This design comes from an exercise in tuning for small area on the open sky130 flow, not from production work.

raven:
==> flow/design.v (excerpt) <==
module reg_file #(
  parameter int XLEN = 32,
  parameter int NREG = 32
) (
  input  logic            Clock,
  input  logic            nReset,
  input  logic            Wreg,
  input  logic [4:0]      rd,
  input  logic [XLEN-1:0] Wdata,
  input  logic [4:0]      rs1,
  input  logic [4:0]      rs2,
  input  logic            use_rs1,
  input  logic            use_rs2,
  input  logic            issue_valid,
  input  logic            issue_wreg,
  input  logic [4:0]      issue_rd,
  input  logic            flush,
  output logic [XLEN-1:0] rdata1,
  output logic [XLEN-1:0] rdata2,
  output logic            stall,
  output logic            pending_any
);
  logic [XLEN-1:0] regs [1:NREG-1];
  logic [NREG-1:1] valid;
  logic [1:0]      pend [1:NREG-1];
  logic            retire;
  logic [NREG-1:1] wdec;    
  logic [NREG-1:1] keep;    
  logic [NREG-1:1] dec1;    
  logic [NREG-1:1] dec2;    
  logic [NREG-1:1] deci;    
  logic [NREG-1:1] valid_d;
  logic [NREG-1:1] wdec_n;
  logic [NREG-1:1] sel1, sel2, sel1_n, sel2_n;
  logic [3:0] w_hi, s1_hi, s2_hi;
  logic [7:0] w_lo, s1_lo, s2_lo;
  assign retire = Wreg && (rd != 5'd0);
  always_comb begin
    for (int k = 0; k < 4; k++) begin
      w_hi[k]  = Wreg && (rd[4:3] == 2'(k));
      s1_hi[k] = (rs1[4:3] == 2'(k));
      s2_hi[k] = (rs2[4:3] == 2'(k));
    end
    for (int j = 0; j < 8; j++) begin
      w_lo[j]  = (rd[2:0] == 3'(j));
      s1_lo[j] = (rs1[2:0] == 3'(j));
      s2_lo[j] = (rs2[2:0] == 3'(j));
    end
  end
  ...
Size: ~4000 cells after synthesis, about 0.044 mm^2 of cells after synthesis.
export LEC_CHECK = 0
export CAP_MARGIN = 0
export CORE_MARGIN = 2
export CORE_UTILIZATION = 50
export SLEW_MARGIN = 0
export SYNTH_HIERARCHICAL = 1
export SYNTH_MINIMUM_KEEP_SIZE = 0
create_clock -name core_clock -period 8.0 [get_ports {Clock}]
standard.sh (not shown) runs the stock make flow with config.mk's settings and CLKGATE_MAP_FILE= SYNTH_SCRIPT=/design/flow/synth_recipe.tcl, a recipe that flattens the netlist after the stock synthesis.
==> flow/flow/run.sh <==
#!/bin/bash
# Own layout flow: the standard flow (standard.sh), with changes made
# through ORFS's own variables and step hooks:
#  - ports are buffered with sky130_fd_sc_hd__buf_1 instead of the default
#    choice (a delay cell);
#  - timing-driven global placement keeps none of its trial buffering
#    (GPL_KEEP_OVERFLOW=0), so buffers come only from repair_design;
#  - before repair_design, flow/size.tcl gives high-fanout nets stronger
#    drivers of the same function instead of extra buffers;
#  - clock tree synthesis uses clkbuf_4 with small sink clusters and does not
#    insert dummy loads.
# The full output of the run goes to flow_make.log in the work folder; ORFS
# writes each step's log under orfs/logs/.
set -euo pipefail
here=$(pwd)
export BUFFER_PORTS_ARGS="-buffer_cell sky130_fd_sc_hd__buf_1"
export GPL_KEEP_OVERFLOW=0
export PRE_RESIZE_TCL="$here/flow/size.tcl"
export CTS_ARGS="-sink_clustering_enable -repair_clock_nets -dont_use_dummy_load -buf_list sky130_fd_sc_hd__clkbuf_4 -sink_clustering_size 8 -sink_clustering_max_diameter 40"
bash standard.sh finish > flow_make.log 2>&1
==> flow/flow/size.tcl <==
# Before repair_design: give each high-fanout net a driver of a larger drive
# strength of the same function, in place of the buffers repair_design would
# otherwise add on it. Only inverters, NAND2/NAND3 and port input buffers are
# resized; the netlist's function is unchanged.
set sz_db [ord::get_db]
set sz_count 0
foreach sz_net [[ord::get_db_block] getNets] {
  if {[$sz_net getSigType] ne "SIGNAL"} { continue }
  set sz_drv ""
  set sz_fo 0
  foreach sz_it [$sz_net getITerms] {
    if {[$sz_it isOutputSignal]} { set sz_drv $sz_it } elseif {[$sz_it isInputSignal]} { incr sz_fo }
  }
  if {$sz_drv eq "" || $sz_fo < 12} { continue }
  set sz_inst [$sz_drv getInst]
  set sz_m [[$sz_inst getMaster] getName]
  set sz_new ""
  if {[regexp {^sky130_fd_sc_hd__inv_[12]$} $sz_m]} {
    set sz_new [expr {$sz_fo >= 24 ? "sky130_fd_sc_hd__inv_4" : "sky130_fd_sc_hd__inv_2"}]
  } elseif {[regexp {^sky130_fd_sc_hd__(nand2|nand3|nor2|buf)_1$} $sz_m -> sz_f]} {
    set sz_new [expr {$sz_f eq "buf" ? "sky130_fd_sc_hd__buf_4" : "sky130_fd_sc_hd__${sz_f}_2"}]
  }
  if {$sz_new ne "" && $sz_new ne $sz_m} {
    replace_cell [$sz_inst getName] $sz_new
    incr sz_count
  }
}
puts "size.tcl: resized $sz_count drivers of high-fanout nets"
The flow did not stop early for raven: all stages ran, and the layout cleared the timing, design-rule and antenna checks.
> inputs changed (raven -> sierra)
-- flow/flow/size.tcl --
<<< raven, line 18
  if {[regexp {^sky130_fd_sc_hd__inv_[12]$} $sz_m]} {
    set sz_new [expr {$sz_fo >= 24 ? "sky130_fd_sc_hd__inv_4" : "sky130_fd_sc_hd__inv_2"}]
  } elseif {[regexp {^sky130_fd_sc_hd__(nand2|nand3|nor2|buf)_1$} $sz_m -> sz_f]} {
>>> sierra, line 18
  if {[regexp {^sky130_fd_sc_hd__inv_[12]$} $sz_m]} {
    set sz_new "sky130_fd_sc_hd__inv_2"
  } elseif {[regexp {^sky130_fd_sc_hd__(nand2|nand3|nor2|buf)_1$} $sz_m -> sz_f]} {
Findings:
Every stage of the flow completed for sierra, and the final layout passed the timing, design-rule and antenna checks.
The clock-pin slew of the registers on the worst-case setup and hold paths of raven and that of sierra are within noise of each other.
The cell count on raven is in line with that on sierra.
Max antenna diode count across raven and sierra: raven
Measured against each other, raven and sierra differ in clock latency reported for the late side of the worst-skew pair, the higher figure coming from sierra.
The detailed-route wire length of raven and that of sierra are within noise of each other.
Re worst path buffer plus inverter count: no difference whatsoever between sierra and raven.
In terms of length of routed wiring on met1, raven and sierra differ only marginally.
The maximum frequency reported for sierra is smaller than that of raven by 0.51%.
sierra vs. raven: number of fillers in the final layout higher; global-route wire length before repair roughly the same.
Function was not checked in any run of this note: the RTL went through the layout flow alone.

==> re-timing with driven ports <==
The results above use ideal ports. As a check the final layouts listed here were re-extracted and re-timed, cells and wires unchanged.
Step 1 assumes that a clkbuf_16 drives the clock port and a buf_2 every other input.
Step 2, shift: input delay + t, output delay - t, t = (earliest + latest rising clock arrival at the registers) / 2. This alone moves slack from input paths to output paths.
Slacks: ideal / step 1 / step 2; pairs: ideal / step 1.
run	t (ns)	setup slack, ns	slew at the worst register clock pin (ns)	worst data-port slew with drivers (ns)	pins driven straight from the clock port
raven	1.166	0.436 / 0.412 / 0.412	0.10 / 0.10	0.12	1
sierra	1.175	0.397 / 0.375 / 0.375	0.11 / 0.11	0.13	1
After both steps setup and hold are still met in every run listed. The setup slack of raven, which loses most, moves by -0.024 ns with the drivers and by -0.024 ns with both steps.
